Background: an optimization exercise with open tools, aiming at small area and a short achievable clock period. Do not read the settings as production practice. No run shown here included a check of the RTL's function; only the layout flow was run. No activity file was given, so power comes from the tool's default toggle rates.

==> flow/design.v, too long to show whole: its modules and the start of the top module <==
// module fir_fa: 10 lines
// module fir_ha: 9 lines
// module fir_tpose_param: 6278 lines
module fir_tpose_param
#(
  parameter int NTAPS     = 12,
  parameter int DW        = 12,
  parameter int CW        = 12,
  parameter int OW        = 16,
  parameter int OUT_SHIFT = 9
) (
  input  logic                  i_clk,
  input  logic                  i_rst,
  input  logic                  i_clear,
  input  logic                  i_in_valid,
  input  logic signed [DW-1:0]  i_xin,
  input  logic                  i_coef_we,
  input  logic [fir_pkg::FIR_ADDR_W-1:0] i_coef_addr,
  input  logic signed [CW-1:0]  i_coef_data,
  output logic                  o_out_valid,
  output logic signed [OW-1:0]  o_yout,
  output logic                  o_sat
);
  // ...
==> flow/run.sh <==
#!/bin/bash
# synth_recipe.tcl (not shown) runs the flow's synth.tcl, then flattens the netlist and writes it again
# the make line also repeats each setting of config.mk as NAME=value (left out here)
make -C /OpenROAD-flow-scripts/flow DESIGN_CONFIG=/design/flow/config.mk WORK_HOME=/design/flow/orfs CLKGATE_MAP_FILE= SYNTH_SCRIPT=/design/flow/synth_recipe.tcl finish
==> flow/config.mk <==
export PLATFORM = sky130hd
export DESIGN_NAME = fir_tpose_param
export DESIGN_NICKNAME = fir_tpose_param
export VERILOG_FILES = /design/flow/design.v
export SDC_FILE = /design/flow/constraint.sdc
export NUM_CORES = 4
export LEC_CHECK = 0
export CAP_MARGIN = 20
export CORE_MARGIN = 2
export CORE_UTILIZATION = 40
export SLEW_MARGIN = 20
export SYNTH_HIERARCHICAL = 1
==> flow/constraint.sdc <==
create_clock -name core_clock -period 10.0 [get_ports {i_clk}]
set_input_delay 2.0000 -clock core_clock [delete_from_list [all_inputs] [get_ports {i_clk}]]
set_output_delay 2.0000 -clock core_clock [all_outputs]
set_load 0.01 [all_outputs]
==> summary.md, run 1 <==
| Metric | Value |
|---|---|
| Outcome | finished clean |
| Clock H-tree levels | 3 |
| P_clk | 3640 uW |
| # DRC | 0 |
| Layout clock buffer count | 138 |
| Worst Reg-to-Reg Cells | 6 |
| Initial antenna violation count | 7 |
| Largest Register | r_coef |
| Register share of total power | 31.7% |
| WL/cell | 25.0 um |
| Synth top area cells | fa_1 30%, edfxtp_1 26%, xnor2_1 12%, a22oi_1 9.2%, dfrtp_1 6.6% |
| Worst hold margin | 0.349 ns |
| Cell variety after synth | 42 |
| Clock Network Area Fraction | 4.75% |
| Largest family of logic cells by synthesized area | adder cells |
| Post-CTS sizing | 0 |
| Unrepaired setup endpoints after global routing | false |
| Max reg flops | 144 |
| Sw Pwr | 7930 uW |
| P_leak | 0.0242 uW |
| DR WL met3 | 10.4 mm |
| I/O Pins | 53 |
| Place WS | 5.96 ns |
| Total negative slack | 0 ns |
| CP Max Fanout | 34 |
| Fin Clk Skew | 0.0515 ns |
| Worst relative slew slack | 22.6% |
==> run 2: changes to the inputs <==
==> flow/flow/run.sh (new file) <==
#!/bin/bash
set -euo pipefail
MARGIN=7.0
bash standard.sh SETUP_SLACK_MARGIN=$MARGIN MATCH_CELL_FOOTPRINT=0 finish > flow_standard.log 2>&1
==> flow/standard.sh (new file) <==
#!/bin/bash
# synth_recipe.tcl (not shown) runs the flow's synth.tcl, then flattens the netlist and writes it again
# the make line also repeats each setting of config.mk as NAME=value (left out here)
make -C /OpenROAD-flow-scripts/flow DESIGN_CONFIG=/design/flow/config.mk WORK_HOME=/design/flow/orfs CLKGATE_MAP_FILE= SYNTH_SCRIPT=/design/flow/synth_recipe.tcl "${@:-finish}"
removed: flow/run.sh
==> run 2 against run 1 <==
Critical path depth rose by 1. Clock power barely moved. Combinational power rose by 17%. Critical path type unchanged.
==> summary.md, run 2 <==
| Metric | Value |
|---|---|
| Outcome | finished clean |
| Ys flop type | edfxtp_1 |
| Fillers | 13200 |
| Hold Path Class | flop to flop |
| Yosys reg bits | 793 |
| Clk buf depth | 3 |
| Post-synth top area share | 29.8% |
| Number of buffers created by CTS | 95 |
| CP Max Fanout | 6 (-82%) |
| P_leak | 0.0280 uW (+16%) |
| Tcrit/Tclk final | 34.1% |
| Die Area | 164000 sq um |
| Slew Limit Fails | 0 |
| Cell variety after synth | 42 (unchanged) |
| Max reg flops | 144 (unchanged) |
| Vias in the first global route | 45400 |
| Async SR Flop Fraction | 23.8% |
| Worst hold margin | 0.327 ns (-0.0215 ns) |
| Critical path class | flop to flop |
| Core Area | 160000 sq um |
| Worst relative slew slack | 28.7% (+6.1 points) |
| Cells after Synth | 4693 |
| Worst EP arrival | 3.90 ns |
| # DRC | 0 (unchanged) |
| Share of layout cells above drive strength 1 | 34.9% |
| Commonest non-fill, non-tap cell in the layout | xnor2_1 |
| Synth top area cells | fa_1 30%, edfxtp_1 26%, xnor2_1 12%, a22oi_1 9.2%, dfrtp_1 6.6% |
| Most frequent cells in the layout | 774 x xnor2_1, 639 x fa_1, 553 x edfxtp_1, 540 x a22oi_1, 318 x fa_2 |
| Clock H-tree levels | 3 (unchanged) |
| Max Cap Viol | 0 |
| Synth cell count leaders | 957 x fa_1, 873 x xnor2_1, 793 x a22oi_1 |
| # rows | 147 |
| Global Route Usage Sum | 24.4% |
| VDD IR-drop max | 0.163 mV |
| Post-synth EDFFs | 553 |
| Starting density of the core | 40.2% |
| Worst setup SP type | flop |
| WL/cell | 29.9 um (+20%) |
| GP Congestion | 0.807 |
| DRT Wirelength | 213 mm |
| Die Width | 405 um |
| CTS tree | built |
| Buffers on Ports | 52 |
| Total power | 22600 uW |
| Worst-margin pin slew | 1.07 ns |
| Vias | 43000 |
| Fin Clk Skew | 0.0589 ns (+0.00739 ns) |
| GRT Residual Overflow | 0 |
| Largest Register | r_coef |
| Area Growth Syn to Fin | 24.6% |
| Dominant cell type by area after synthesis | fa_1 |
| Nets | 6149 |
| Initial antenna violation count | 4 (-3) |
| CTS sink count | 793 |
| Iteration-0 DRC Markers | 4693 |
| Final setup viols | 0 |
| Synth Warn # | 17 |
| Final Hold Vio Count | 0 |
| Hold buffers post-CTS | 0 |
| Seq/Total Area, Yosys | 34.8% |
| Die H | 405 um |
| PD cells | 282 nW/um^2 |
| Total negative slack | 0 ns (unchanged) |
| Clk root buf | clkbuf_16 |
| Clock transition at path regs | 0.06 ns |
| Period minus WS final | 3.41 ns |
| I/O Pins | 53 (unchanged) |
| CP required | 10.49 ns |
| Largest net degree at the start of global routing | 167 |
| Mapped cell area | 64400 sq um |
| Vias per cell | 6.05 |
| Final core utilization | 50.1% |
| First drt pass iteration count | 6 |
| Fmax | 0.293 GHz |
| ANT nets after route | 0 |
| Clk latency of the worst-skew pair | 0.75 ns |
| Post-Syn Area per Cell | 13.7 sq um |
| Unrepaired setup endpoints after global routing | true |
| Crit. End Element | flop |
| Post-DP HPWL | 105 mm |
| First-pass GRT wire length | 298 mm |
| Most frequent cell after synthesis | fa_1 |
run 2: cell counts after synthesis:
No cell type changed its count.
run 2: report_power, final:
group / internal [uW] / switching (uW)
registers: 5750 / 894
clock network: 2120 / 1510
logic: 6090 / 6280
total: 14000 / 8690
run 2: modules after synthesis (local to each module, per instance):
module	cells inside	flip-flops and latches
fir_fa	1	0
fir_ha	1	0
fir_tpose_param	3484	793
run 2: worst max-delay path, cell delays in order, from the launching register on:
cell and delay [ns]:
dfstp_4 0.74, clkbuf_16 0.21, a22oi_1 0.10, xnor2_1 0.28
fa_1 0.48, fa_2 0.38, fa_2 0.55, fa_1 0.41
run 2: path summary, 6_finish.rpt:
kind | start | endpoint | slack, ns | cells past startpoint
worst max-delay path | r_two[2][1] | r_p9[24] | 6.59 | 7
worst min-delay path | r_vld0 | r_vld1 | 0.33 | 0
worst max register to register | r_two[2][1] | r_p9[24] | 6.59 | 7
worst min register to register | r_vld0 | r_vld1 | 0.33 | 0
max in group asynchronous | i_rst | r_neg[2][5] | 7.29 | 4
min in group asynchronous | i_rst | r_en | 1.95 | 3
run 2: cell type report:
cell class              count  area (sq um)  share of cell area, %
multi-input cells        3422         43600                   54.4
flip-flops and latches    793         22700                   28.3
repair buffers            550          7890                   9.84
clock buffers             141          2780                   3.46
well taps                2160          2700                   3.37
clock inverters            39           475                  0.593
inverters                   4          18.8                 0.0234
repair inverters            2          12.5                 0.0156
diodes                      1          2.50                0.00312
run 2: cells by family after synthesis:
kind of cell,count (synthesis),synth area share [%]
adder cells (fa/ha/maj),1246,35.4
XOR/XNOR,956,13.0
AO/OA/AOI/OAI,921,10.4
flip-flops,793,34.8
buffers and inverters,480,2.82
AND/OR/NAND/NOR,152,1.10
multiplexers,144,2.52
other,1,0.00582
run 2: routing by layer:
metal	wire, um	track usage [%]
met3	19900	5.05
met1	81800	32.1
met2	99800	39.4
met5	20	0
met4	11000	10.1
run 2: metrics by stage:
step                cell area [sq um]  cells  worst slack, ns
floorplan                       65000   4695             2.99
global placement                66500   6494             5.84
detailed placement              66500   6494             5.80
CTS                             75900   6938             6.72
global route                    80200   7111             6.56
finish                          80200   7112             6.59
run 2: what timing repair did:
item,CTS,global route
cloned,90,44
buffers inserted,174,129
pin swaps,226,393
setup endpoints to repair,699,587
resized for setup,782,491

what the ideal ports hide:
No port has a modelled driver above. Below, the same layouts with a new extraction and two added sets of constraints.
Step 1, drivers: a clkbuf_16 drives i_clk and a buf_2 each remaining input, both assumed.
Step 2 also shifts input and output timing later by t, the mid clock arrival at the registers, as if the neighbouring blocks saw the same clock.
Slacks: ideal / step 1 / step 2; pairs: ideal / step 1.
run | t, ns | setup slack, ns | hold WS [ns] | cell pins on the clock port's net
run 1 | 0.798 | 6.026 / 6.026 / 6.026 | 0.349 / 0.349 / 0.349 | 1
run 2 | 0.812 | 6.590 / 6.590 / 6.279 | 0.327 / 0.327 / 0.327 | 1
After both steps every run listed still meets setup and hold. The setup slack of run 2, which loses most, moves by 0.000 ns with the drivers and by -0.311 ns with both steps.
